Source: an optimization exercise on an open RTL-to-GDS flow (aim: small area). Production flows keep margins and buffers that such runs may drop.
In this exercise RTL edits were held to simulation tests only and were not proved equivalent to the original.
Power is estimated from default activity; no workload was simulated. No driver is modelled on the clock port, so clocking that relies on it looks cheaper here than on a real chip.

<file path="design.v">
module fitness_collector #(
    parameter int SELF_FIT_LENGTH = 10,
    parameter int POP_SIZE        = 50,
    parameter int IDX_WIDTH       = 6
) (
    input  logic                       clk_i,
    input  logic                       rst_n,
    input  logic                       start_i,
    input  logic                       fit_valid_i,
    input  logic [SELF_FIT_LENGTH-1:0] fit_energy_i,
    input  logic                       fit_bank_i,
    input  logic                       fit_done_i,
    input  logic                       rd_bank_i,
    input  logic [IDX_WIDTH-1:0]       rd_addr_i,
    output logic [SELF_FIT_LENGTH-1:0] rd_data_ff_o,
    output logic [SELF_FIT_LENGTH-1:0] best_energy_ff_o,
    output logic [IDX_WIDTH-1:0]       best_idx_ff_o,
    output logic                       busy_ff_o,
    output logic                       gen_done_ff_o,
    output logic                       sync_err_ff_o
);
    localparam logic [IDX_WIDTH-1:0] LAST_IDX = IDX_WIDTH'(POP_SIZE - 1);
    logic [IDX_WIDTH-1:0]       wr_ptr_ff;
    logic                       full_ff;
    logic [SELF_FIT_LENGTH-1:0] mem0_ff [POP_SIZE];
    logic [SELF_FIT_LENGTH-1:0] mem1_ff [POP_SIZE];
    logic [SELF_FIT_LENGTH-1:0] rd_word;
    logic idle;
    logic accept_start;
    logic accept_valid;
    logic at_last;
    logic last_valid;
    logic first_wr;
    logic wen0, wen1;
    logic [SELF_FIT_LENGTH-1:0] wdat0, wdat1;
    assign idle         = !busy_ff_o && !gen_done_ff_o;
    assign accept_start = idle && start_i;
    assign accept_valid = busy_ff_o && fit_valid_i;
    assign at_last      = (wr_ptr_ff == LAST_IDX);
    assign last_valid   = accept_valid && at_last;
    assign first_wr     = !full_ff;
    always_ff @(posedge clk_i or negedge rst_n) begin
        if (!rst_n) begin
            busy_ff_o     <= 1'b0;
            gen_done_ff_o <= 1'b0;
        end else begin
            busy_ff_o     <= accept_start || (busy_ff_o && !last_valid);
            gen_done_ff_o <= last_valid;
        end
    end
    always_ff @(posedge clk_i or negedge rst_n) begin
        if (!rst_n) begin
            wr_ptr_ff <= '0;
        end else if (accept_start) begin
            wr_ptr_ff <= '0;
        end else if (accept_valid && !at_last) begin
            wr_ptr_ff <= wr_ptr_ff + IDX_WIDTH'(1);
        end
    end
    always_ff @(posedge clk_i or negedge rst_n) begin
        if (!rst_n) begin
            full_ff <= 1'b0;
        end else if (last_valid) begin
            full_ff <= 1'b1;
        end
    end
    always_ff @(posedge clk_i or negedge rst_n) begin
        if (!rst_n) begin
            best_energy_ff_o <= '0;
            best_idx_ff_o    <= '0;
        end else if (accept_start) begin
            best_energy_ff_o <= '1;
            best_idx_ff_o    <= '0;
        end else if (accept_valid && (fit_energy_i < best_energy_ff_o)) begin
            best_energy_ff_o <= fit_energy_i;
            best_idx_ff_o    <= wr_ptr_ff;
        end
    end
    assign wen0  = accept_valid && (!fit_bank_i || first_wr);
    assign wen1  = accept_valid && ( fit_bank_i || first_wr);
    assign wdat0 = fit_bank_i ? '1 : ~fit_energy_i;
    assign wdat1 = fit_bank_i ? ~fit_energy_i : '1;
    always_ff @(posedge clk_i) begin
        for (int i = 0; i < POP_SIZE; i++) begin
            if (wen0 && wr_ptr_ff == IDX_WIDTH'(i)) mem0_ff[i] <= wdat0;
            if (wen1 && wr_ptr_ff == IDX_WIDTH'(i)) mem1_ff[i] <= wdat1;
        end
    end
    logic [POP_SIZE-1:0]        sel0_n, sel1_n;
    logic [SELF_FIT_LENGTH-1:0] pair [POP_SIZE];
    logic [SELF_FIT_LENGTH-1:0] rd_or;
    always_comb begin
        for (int i = 0; i < POP_SIZE; i++) begin
            sel0_n[i] = !(!rd_bank_i && (rd_addr_i == IDX_WIDTH'(i)));
            sel1_n[i] = !( rd_bank_i && (rd_addr_i == IDX_WIDTH'(i)));
        end
    end
    for (genvar i = 0; i < POP_SIZE; i++) begin : g_pair
        for (genvar k = 0; k < SELF_FIT_LENGTH; k++) begin : g_bit
            fc_rd_pair u_pair (
                .a_n_i(mem0_ff[i][k]), .sa_n_i(sel0_n[i]),
                .b_n_i(mem1_ff[i][k]), .sb_n_i(sel1_n[i]),
                .y_o(pair[i][k])
            );
        end
    end
    always_comb begin
        rd_or = '0;
        for (int i = 0; i < POP_SIZE; i++) rd_or = rd_or | pair[i];
        rd_word = (full_ff || (rd_addr_i < wr_ptr_ff)) ? rd_or : '0;
    end
    always_ff @(posedge clk_i or negedge rst_n) begin
        if (!rst_n) begin
            rd_data_ff_o <= '0;
        end else begin
            rd_data_ff_o <= rd_word;
        end
    end
    logic sync_err_set;
    assign sync_err_set = (fit_valid_i && !busy_ff_o)
                        || (accept_valid && (fit_done_i != at_last));
    always_ff @(posedge clk_i or negedge rst_n) begin
        if (!rst_n) begin
            sync_err_ff_o <= 1'b0;
        end else if (sync_err_set) begin
            sync_err_ff_o <= 1'b1;
        end else if (accept_start) begin
            sync_err_ff_o <= 1'b0;
        end
    end
endmodule
module fc_rd_pair (
    input  logic a_n_i,
    input  logic sa_n_i,
    input  logic b_n_i,
    input  logic sb_n_i,
    output logic y_o
);
    assign y_o = ~((a_n_i | sa_n_i) & (b_n_i | sb_n_i));
endmodule
</file>
<file path="flow/run.sh">
#!/bin/bash
# Standard layout with two changes:
#  - clock tree: fewer, larger sink clusters on clkbuf_16/clkbuf_8 and no
#    dummy loads;
#  - port buffers: every input and output port still gets a buffer, but a
#    plain buf_1 instead of the delay cell buffer_ports picks by default.
set -euo pipefail
cat >> config.mk <<'EOF'
export CTS_ARGS = -sink_clustering_enable -repair_clock_nets -sink_clustering_size 30 -sink_clustering_max_diameter 80 -buf_list {sky130_fd_sc_hd__clkbuf_16 sky130_fd_sc_hd__clkbuf_8} -dont_use_dummy_load
export BUFFER_PORTS_ARGS = -buffer_cell sky130_fd_sc_hd__buf_1
EOF
bash standard.sh > standard.log 2>&1
</file>
<file path="standard.sh">
#!/bin/bash
# synth_recipe.tcl (not shown) runs the flow's synth.tcl, then flattens the netlist and writes it again
# the make line also repeats each setting of config.mk as NAME=value (left out here)
make -C /OpenROAD-flow-scripts/flow DESIGN_CONFIG=/design/flow/config.mk WORK_HOME=/design/flow/orfs CLKGATE_MAP_FILE= SYNTH_SCRIPT=/design/flow/synth_recipe.tcl "${@:-finish}"
</file>
<file path="config.mk">
export PLATFORM = sky130hd
export DESIGN_NAME = fitness_collector
export DESIGN_NICKNAME = fitness_collector
export VERILOG_FILES = /design/flow/design.v
export SDC_FILE = /design/flow/constraint.sdc
export NUM_CORES = 4
export LEC_CHECK = 0
export CAP_MARGIN = 10
export CORE_MARGIN = 2
export CORE_UTILIZATION = 85
export GPL_TIMING_DRIVEN = 0
export SLEW_MARGIN = 10
export SYNTH_HIERARCHICAL = 1
export SYNTH_MINIMUM_KEEP_SIZE = 0
export CTS_ARGS = -sink_clustering_enable -repair_clock_nets -sink_clustering_size 30 -sink_clustering_max_diameter 80 -buf_list {sky130_fd_sc_hd__clkbuf_16 sky130_fd_sc_hd__clkbuf_8} -dont_use_dummy_load
export BUFFER_PORTS_ARGS = -buffer_cell sky130_fd_sc_hd__buf_1
</file>
<file path="constraint.sdc">
create_clock -name core_clock -period 5.0 [get_ports {clk_i}]
set_input_delay 1.0000 -clock core_clock [delete_from_list [all_inputs] [get_ports {clk_i}]]
set_output_delay 1.0000 -clock core_clock [all_outputs]
set_load 0.01 [all_outputs]
</file>
==> metrics.md, run 1 <==
| Metric | Value |
|---|---|
| Worst-path fanout max | `10` |
| Core Region | `~0.043 sq mm` |
| Critical Path Start | `rd_addr_i[5]` |
| Vias in the first global route | `approximately 24,000` |
| Post-Synthesis Cells | `between 2,000 and 2,500` |
| CTS clock-pin slew for the worst setup and hold paths | `roughly 0.11 ns` |
| Failing Checks | `setup timing` |
| Critical Path AT | `5.63 ns` |
| Layout cell share with drive strength beyond 1 | `4.05%` |
| Reg-to-Reg Start | `busy_ff_o$_DFF_PN0_` |
| Critical Path End Type | `flip-flop` |
| CP Class | `input pin to flip-flop` |
| Startpoint type of the worst setup path | `input pin` |
| Post-synthesis cell type count | `37` |
| Hold Fails Final Rpt | `0` |
| Full die area | `0.0455 sq mm` |
| Clock Sinks | `1,036` |
| GRT Resource Usage Total | `between 40% and 50%` |
| Initial Util | `approximately 86%` |
| Post CTS Setup Buffer Count | `0` |
| GP Congestion | `around 0.95` |
| Maximum number of pins on one net before global-route repair | `51` |
| Synthesized area | `0.0372 sq mm` |
| DR WL/cell | `slightly below 40 microns` |
| Setup tns final | `-0.187 ns` |
| Tcrit/Tclk final | `104%` |
| Worst Tran Pin Value | `between 1 and 1.5 ns` |
| Clk latency of the worst-skew pair | `roughly 0.65 ns` |
| Fmax | `between 150 and 200 MHz` |
| Vias per cell | `between 8 and 9` |
| Vias | `roughly 25,000` |
| Layout Nets | `~2,300` |
| EDFF count, synth | `1,000` |
| Final Util | `~90%` |
| CTS Buf Count | `40` |
| HP Class | `input pin to async pin` |
| CTS Buffer Depth | `3` |
| Rel. slew slack | `10.0%` |
| Final WL | `111,000 microns` |
| Asr flop ratio synth | `~3.5%` |
| Detailed placer's ending HPWL | `roughly 65,000 microns` |
| Pleak | `roughly 12 nW` |
| I/O Buffers | `50` |
| Clock tree from TritonCTS | `built` |
| Req. time, crit path | `roughly 5.4 ns` |
| Max-cap viol count | `0` |
| PnR worst setup slack | `-0.187 ns` |
| # H-tree levels | `2` |
| Place WS | `between 0.02 and 0.03 ns` |
| Row count | `76` |
| Hold-fix buffers, CTS | `0` |
| Final setup fails | `1` |
| Die height | `213 microns` |
| Seq cells post-synth | `between 1,000 and 1,500` |
| Chip width | `about 210 microns` |
| Synth warn | `12` |
| VDD IR max | `about 470 uV` |
| Crit path time final | `just over 5 ns` |
| Commonest non-fill, non-tap cell in the layout | `edfxtp_1` |
| First-pass GRT wire length | `approximately 160,000 microns` |
| Syn Nets | `roughly 2,200` |
| PwrDens | `just under 400 mW/mm^2` |
| RSZ-0062 raised after global routing | `false` |
| Post-synthesis sequential area ratio | `~83%` |
| Final slew viol count | `0` |
| # DRC | `0` |
| Initial DRT Pass Iterations | `14` |
| Gr ovfl total | `0` |
| Root Buffer | `clkbuf_16` |
| Outcome | `finished with violations` |
| Io pins | `52` |
| P&R area growth vs syn | `6.36%` |
| Fill count | `1,339` |
| Syn avg cell area | `roughly 17 sq um` |
| DR iter-0 viols | `between 5,000 and 6,000` |
| Post-DRT Antenna Nets | `0` |
| Clk_skew | `~0.043 ns` |
| Top_reg_cell synth | `edfxtp_1` |
| Most frequent cells in the layout | `edfxtp_1 (1,000), o22ai_1 (500), nor2_1 (132), nand2_1 (125), nor4_1 (120)` |
| Post-CTS sizing | `0` |
| Antenna violations before repair | `2` |
state kept, by name, summed over array words and instances (netlist names):
register / count
best_energy_ff_o: 10
best_idx_ff_o: 6
busy_ff_o: 1
full_ff: 1
gen_done_ff_o: 1
mem0_ff: 500
mem1_ff: 500
rd_data_ff_o: 10
sync_err_ff_o: 1
wr_ptr_ff: 6
modules after synthesis, one instance, submodules excluded:
module	cell area, sq um	cells	copies in the design	flip-flops and latches
fc_rd_pair	6.26	1	500	0
fitness_collector	34100	1642	1	1036
layer usage:
layer	share of wire (%)	GRT usage (%)	wire length [microns]	up-vias
li1	-	-	-	9127
met1	28	64.1	31300	11500
met2	44	74.5	48900	3261
met3	18	17.0	20300	834
met4	9.2	33.0	10200	2
met5	0.014	0	15	-
synthesized netlist by cell type, types with 2 or more instances:
cell	count	area (sq um)
edfxtp_1	1000	30000
o22ai_1	501	3130
nand2_1	135	507
nor2_1	132	495
nor4_1	121	757
dfrtp_1	36	901
nand4_1	26	163
nor3_1	26	130
clkbuf_1	24	90.1
a21oi_1	18	90.1
ha_1	18	225
inv_1	17	63.8
nand2b_1	16	100
nand3_1	15	75.1
or4_1	10	75.1
a31oi_1	9	56.3
a31o_1	6	52.6
a21o_1	4	30.0
xnor2_1	4	35.0
nor3b_1	3	22.5
a211oi_1	2	15.0
and3b_1	2	17.5
buf_6	2	22.5
o21ai_0	2	10.0
power by group:
part | switching (W) | internal (W) | total (W) | leakage (nW)
sequential | 0.000173 | 0.00993 | 0.0101 | 9.28
clock | 0.00239 | 0.00145 | 0.00384 | 0.493
combinational | 0.00128 | 0.000319 | 0.00160 | 2.29
total | 0.00384 | 0.0117 | 0.0155 | 12.1
metrics by stage:
step / instances / hold WS (ns) / area [sq um] / total power, W
floorplan: 2142 / 0.526 / 37200 / 0.0110
global placement: 2777 / 0.486 / 38100 / 0.0116
detailed placement: 2793 / 0.492 / 38600 / 0.0117
CTS: 2833 / 0.305 / 39600 / 0.0153
global route: 2834 / 0.312 / 39600 / 0.0157
finish: 2836 / 0.290 / 39600 / 0.0155
layout make-up:
cell class	instances	area [sq um]	area share [%]
antenna	3	7.51	0.0190
tap	585	732	1.85
multi-input combinational	1063	6260	15.8
inverter	17	63.8	0.161
timing repair buffer	66	473	1.20
sequential	1036	30900	78.2
buffer	26	113	0.285
clock buffer	40	1000	2.53
path summary, 6_finish.rpt:
path | end | slack, ns | depth (start not counted)
worst max-delay path | rd_data_ff_o[7]$_DFF_PN0_ | -0.19 | 10
worst min-delay path | best_energy_ff_o[3]$_DFFE_PN0P_ | 0.29 | 1
worst max register to register | mem0_ff[20][5]$_DFFE_PP_ | 1.46 | 5
worst min register to register | sync_err_ff_o$_DFFE_PN0P_ | 0.52 | 1
max in group asynchronous | rd_data_ff_o[1]$_DFF_PN0_ | 4.20 | 2
min in group core_clock | sync_err_ff_o$_DFFE_PN0P_ | 0.52 | 1
cell families after synthesis:
logic type / count (synthesis) / share of synthesized area [%]
DFF: 1036 / 83.1
AOI/OAI and AO/OA: 545 / 9.18
and+or+nand+nor: 494 / 6.47
buffers and inverters: 43 / 0.474
adders and majority gates: 18 / 0.605
xor gates and xnor gates: 5 / 0.118
muxes: 1 / 0.0269
critical path, cell delays in order:
cell and delay, ns:
buf_1 0.21, clkbuf_1 0.49, nor3_2 0.29, clkbuf_1 0.46
nand2_1 0.43, o22ai_1 0.20, nor4_1 0.75, nand4_1 0.44
nor4_1 1.11, a21oi_1 0.24
==> run 2, diff against run 1 <==
--- a/config.mk
+++ b/config.mk
@@ -7,7 +7,7 @@
 export LEC_CHECK = 0
 export CAP_MARGIN = 10
 export CORE_MARGIN = 2
-export CORE_UTILIZATION = 85
+export CORE_UTILIZATION = 80
 export GPL_TIMING_DRIVEN = 0
 export SLEW_MARGIN = 10
 export SYNTH_HIERARCHICAL = 1
==> run 2 against run 1 <==
The run now finishes clean. Critical path depth unchanged. Clock power decreased by 1%. First-iteration DRC count decreased by 18%. Core utilization decreased by 6.5 points. Critical path type unchanged. Critical endpoint is now rd_data_ff_o[0]$_DFF_PN0_. Largest cell class unchanged. Highest routed layer unchanged.
==> metrics.md, run 2 <==
| Metric | Value |
|---|---|
| Outcome | `complete, no violations` |
| Hold-fix buffers, CTS | `0 (unchanged)` |
| Post-synthesis sequential area ratio | `83.1% (unchanged)` |
| VDD IR max | `378 uV (-20%)` |
| # DRC | `0 (unchanged)` |
| DR iter-0 viols | `4,468 (-18%)` |
| Syn Nets | `2,183 (unchanged)` |
| Synthesized area | `0.0372 sq mm (unchanged)` |
| Chip width | `220 microns (+3.0%)` |
| Pleak | `12.0 nW (-0.59%)` |
| CTS Buffer Depth | `3 (unchanged)` |
| # H-tree levels | `2 (unchanged)` |
| Detailed placer's ending HPWL | `62,100 microns (-5.0%)` |
| Full die area | `0.0483 sq mm (+6.1%)` |
| Core Region | `0.0463 sq mm (+7.2%)` |
| Cell taking the most area after synthesis | `edfxtp_1` |
| Critical path's most frequent cell | `clkbuf_1` |
| First-pass GRT wire length | `150,000 microns (-3.6%)` |
| Final slew viol count | `0 (unchanged)` |
| Biggest regs | `mem0_ff: 500 flops, mem1_ff: 500 flops` |
| I/O Buffers | `50 (unchanged)` |
| Hold Fails Final Rpt | `0 (unchanged)` |
| Post-synthesis cell type count | `37 (unchanged)` |
| Post CTS Setup Buffer Count | `0 (unchanged)` |
| Post-DRT Antenna Nets | `0 (unchanged)` |
| Clk_skew | `0.0296 ns (-0.0130 ns)` |
| Crit path cell chain | `buf_1 > clkbuf_1 > nor3b_1 > clkbuf_1 > nand2_1 > o22ai_1 > nor4_1 > nand3_1 > nor2_1 > a21oi_1` |
| Clock tree from TritonCTS | `built` |
| Hold WS | `0.463 ns (+0.173 ns)` |
| Worst-path fanout max | `10 (unchanged)` |
| Vias per cell | `8.23 (-5.5%)` |
| EDFF count, synth | `1,000 (unchanged)` |
| Count leader, synth | `edfxtp_1` |
| Setup tns final | `0 ns (+0.187 ns)` |
| Post-CTS sizing | `0 (unchanged)` |
| DR WL/cell | `37.1 microns (-5.0%)` |
| Yosys top cell area share | `80.7% (unchanged)` |
| CP Class | `input pin to flip-flop` |
| Maximum number of pins on one net before global-route repair | `51 (unchanged)` |
| CTS Buf Count | `40 (unchanged)` |
| Final WL | `106,000 microns (-4.6%)` |
| Clk latency of the worst-skew pair | `0.62 ns (-0.03 ns)` |
| Commonest non-fill, non-tap cell in the layout | `edfxtp_1` |
| Startpoint type of the worst setup path | `input pin` |
| RSZ-0062 raised after global routing | `false` |
| Tcrit/Tclk final | `98.1% (-5.6 points)` |
| Io pins | `52 (unchanged)` |
| Root Buffer | `clkbuf_16` |
| HP Class | `input pin to async pin` |
| Initial Util | `80.4% (-5.8 points)` |
| Vias in the first global route | `22,400 (-5.1%)` |
| Req. time, crit path | `5.48 ns (+0.04 ns)` |
| GP Congestion | `0.976 (+3.2%)` |
| Worst Tran Pin Value | `1.37 ns (+0.0337 ns)` |
| Max incr delay on CP | `1.07 ns (-0.04 ns)` |
| Placed cell areas | `0.0384 sq mm (-0.38%)` |
| PwrDens | `390 mW/mm^2 (-0.63%)` |
| Rel. slew slack | `7.90% (-2.1 points)` |
| Crit path time final | `4.91 ns (-0.282 ns)` |
| Layout Nets | `2,281 (-0.44%)` |
| Seq cells post-synth | `1,036 (unchanged)` |
| Vias | `23,400 (-5.2%)` |
| P&R area growth vs syn | `5.93%` |
| Cells after DPL | `2,805 (+0.43%)` |
| Final Non-Filler Cells | `2,846 (+0.35%)` |
| GRT Resource Usage Total | `45.0% (-5.0 points)` |
| Die height | `220 microns (+3.0%)` |
| Final setup fails | `0 (-1)` |
| Critical Path End Type | `flip-flop` |
| Top_reg_cell synth | `edfxtp_1` |
| Syn avg cell area | `17.4 sq um (unchanged)` |
| Layout cell share with drive strength beyond 1 | `3.57% (-0.47 points)` |
| Asr flop ratio synth | `3.47% (unchanged)` |
| Synth warn | `12 (unchanged)` |
| CP max stage cell | `nor3b_1` |
| Cells taking the most area after synthesis | `edfxtp_1 (81%), o22ai_1 (8.4%), dfrtp_1 (2.4%)` |
| Final instance area | `0.0394 sq mm (-0.40%)` |
| Post-Synthesis Cells | `2,142 (unchanged)` |
| Initial DRT Pass Iterations | `8 (-6)` |
| CTS clock-pin slew for the worst setup and hold paths | `0.10 ns (about the same)` |
| Gr ovfl total | `0 (unchanged)` |
| Row count | `79 (+3.9%)` |
| Fmax | `204 MHz (+5.8%)` |
| Max-cap viol count | `0 (unchanged)` |
| Most frequent cells in the layout | `edfxtp_1 (1,000), o22ai_1 (501), nor2_1 (132), nand2_1 (125), nor4_1 (120)` |
| Clock Sinks | `1,036 (unchanged)` |
| Critical Path AT | `5.38 ns (-0.25 ns)` |
| Commonest cells post-synth | `edfxtp_1 (1,000), o22ai_1 (501), nand2_1 (135)` |
| Antenna violations before repair | `2 (unchanged)` |
-- run 2: cell counts after synthesis --
Identical to the previous run, type by type.
-- run 2: cell families after synthesis --
group                    share of synthesized area [%]
AO/OA/AOI/OAI                                     9.18
XOR/XNOR                                         0.118
flip-flops                                        83.1
AND/OR/NAND/NOR                                   6.47
buffers and inverters                            0.474
multiplexers                                    0.0269
adder cells (fa/ha/maj)                          0.605
-- run 2: through the flow --
stage	utilization [%]	power [W]	worst slack, ns
3_3_place_gp	82.5	0.0116	-0.537
4_1_cts	85.2	0.0152	0.479
2_1_floorplan	-	0.0110	2.08
3_5_place_dp	83.0	0.0117	-0.116
6_report	85.2	0.0154	0.0949
5_1_grt	85.2	0.0156	0.206
-- run 2: area by class of cell --
type	instances	area [sq um]
timing repair buffer	56	259
tap	607	759
clock buffer	40	1000
multi-input combinational	1063	6290
fill	1926	6840
antenna	1	2.50
sequential	1036	30900
buffer	26	113
inverter	17	63.8
-- run 2: layer usage --
| layer | share of wire (%) | vias to the layer above | track usage, % |
|---|---|---|---|
| met4 | 6.6 | 2 | 22.3 |
| li1 | - | 9091 | - |
| met3 | 17 | 491 | 14.3 |
| met1 | 31 | 11200 | 62.0 |
| met2 | 45 | 2636 | 67.0 |
| met5 | 0.0066 | - | 0 |
-- run 2: modules after synthesis (local to each module, per instance) --
module / copies in the design / cells / flip-flops and latches / area [sq um]
fitness_collector: 1 / 1642 / 1036 / 34100
fc_rd_pair: 500 / 1 / 0 / 6.26
-- run 2: path summary, 6_finish.rpt --
check / start / cells past startpoint / slack, ns / to
min reg2reg: best_idx_ff_o[2]$_DFFE_PN0P_ / 1 / 0.52 / best_idx_ff_o[2]$_DFFE_PN0P_
max in group asynchronous: rst_n / 1 / 4.01 / best_energy_ff_o[1]$_DFFE_PN0P_
min in group core_clock: best_idx_ff_o[2]$_DFFE_PN0P_ / 1 / 0.52 / best_idx_ff_o[2]$_DFFE_PN0P_
min: rst_n / 1 / 0.46 / rd_data_ff_o[2]$_DFF_PN0_
max reg2reg: busy_ff_o$_DFF_PN0_ / 5 / 1.57 / mem0_ff[25][1]$_DFFE_PP_
max: rd_addr_i[4] / 10 / 0.09 / rd_data_ff_o[0]$_DFF_PN0_
-- run 2: power by group --
group / internal [W] / switching [W]
clock: 0.00145 / 0.00235
sequential: 0.00994 / 0.000160
combinational: 0.000295 / 0.00119
-- run 2: critical path: cells and delay by family --
kind,cells,cell delay (ns)
buf+inv,3,1.47
simple gates,5,2.23
compound gates,2,0.65

afterwards: timing with drivers on the ports:
The flow's constraints put no driver on any port. The routed layouts listed below were extracted and timed again, unchanged, in two steps. Step 1: set_driving_cell puts a clkbuf_16 on clk_i and a buf_2 on each other input, an assumption about the parent block. Step 2 adds t to the input delays and takes it off the output delays; t is the mean of the earliest and latest rising clock arrival at the registers after step 1. Input paths then give back, and output paths get back, about the clock's delay inside the block. Slacks: ideal ports / drivers / drivers and shift; pairs: ideal ports / drivers.
run | shift t [ns] | slack for setup (ns) | worst setup path at the end | worst slew at a driven data input, ns | cell pins on the clock port's net
run 1 | 0.690 | -0.187 / -0.147 / -0.837 | input to register | 0.12 | 1
run 2 | 0.667 | 0.095 / 0.124 / -0.543 | input to register | 0.05 | 1
Met with ideal ports but missed after step 2: setup timing in run 2. For run 1, which loses most, drivers alone change the setup slack by +0.040 ns; drivers and shift together by -0.650 ns.
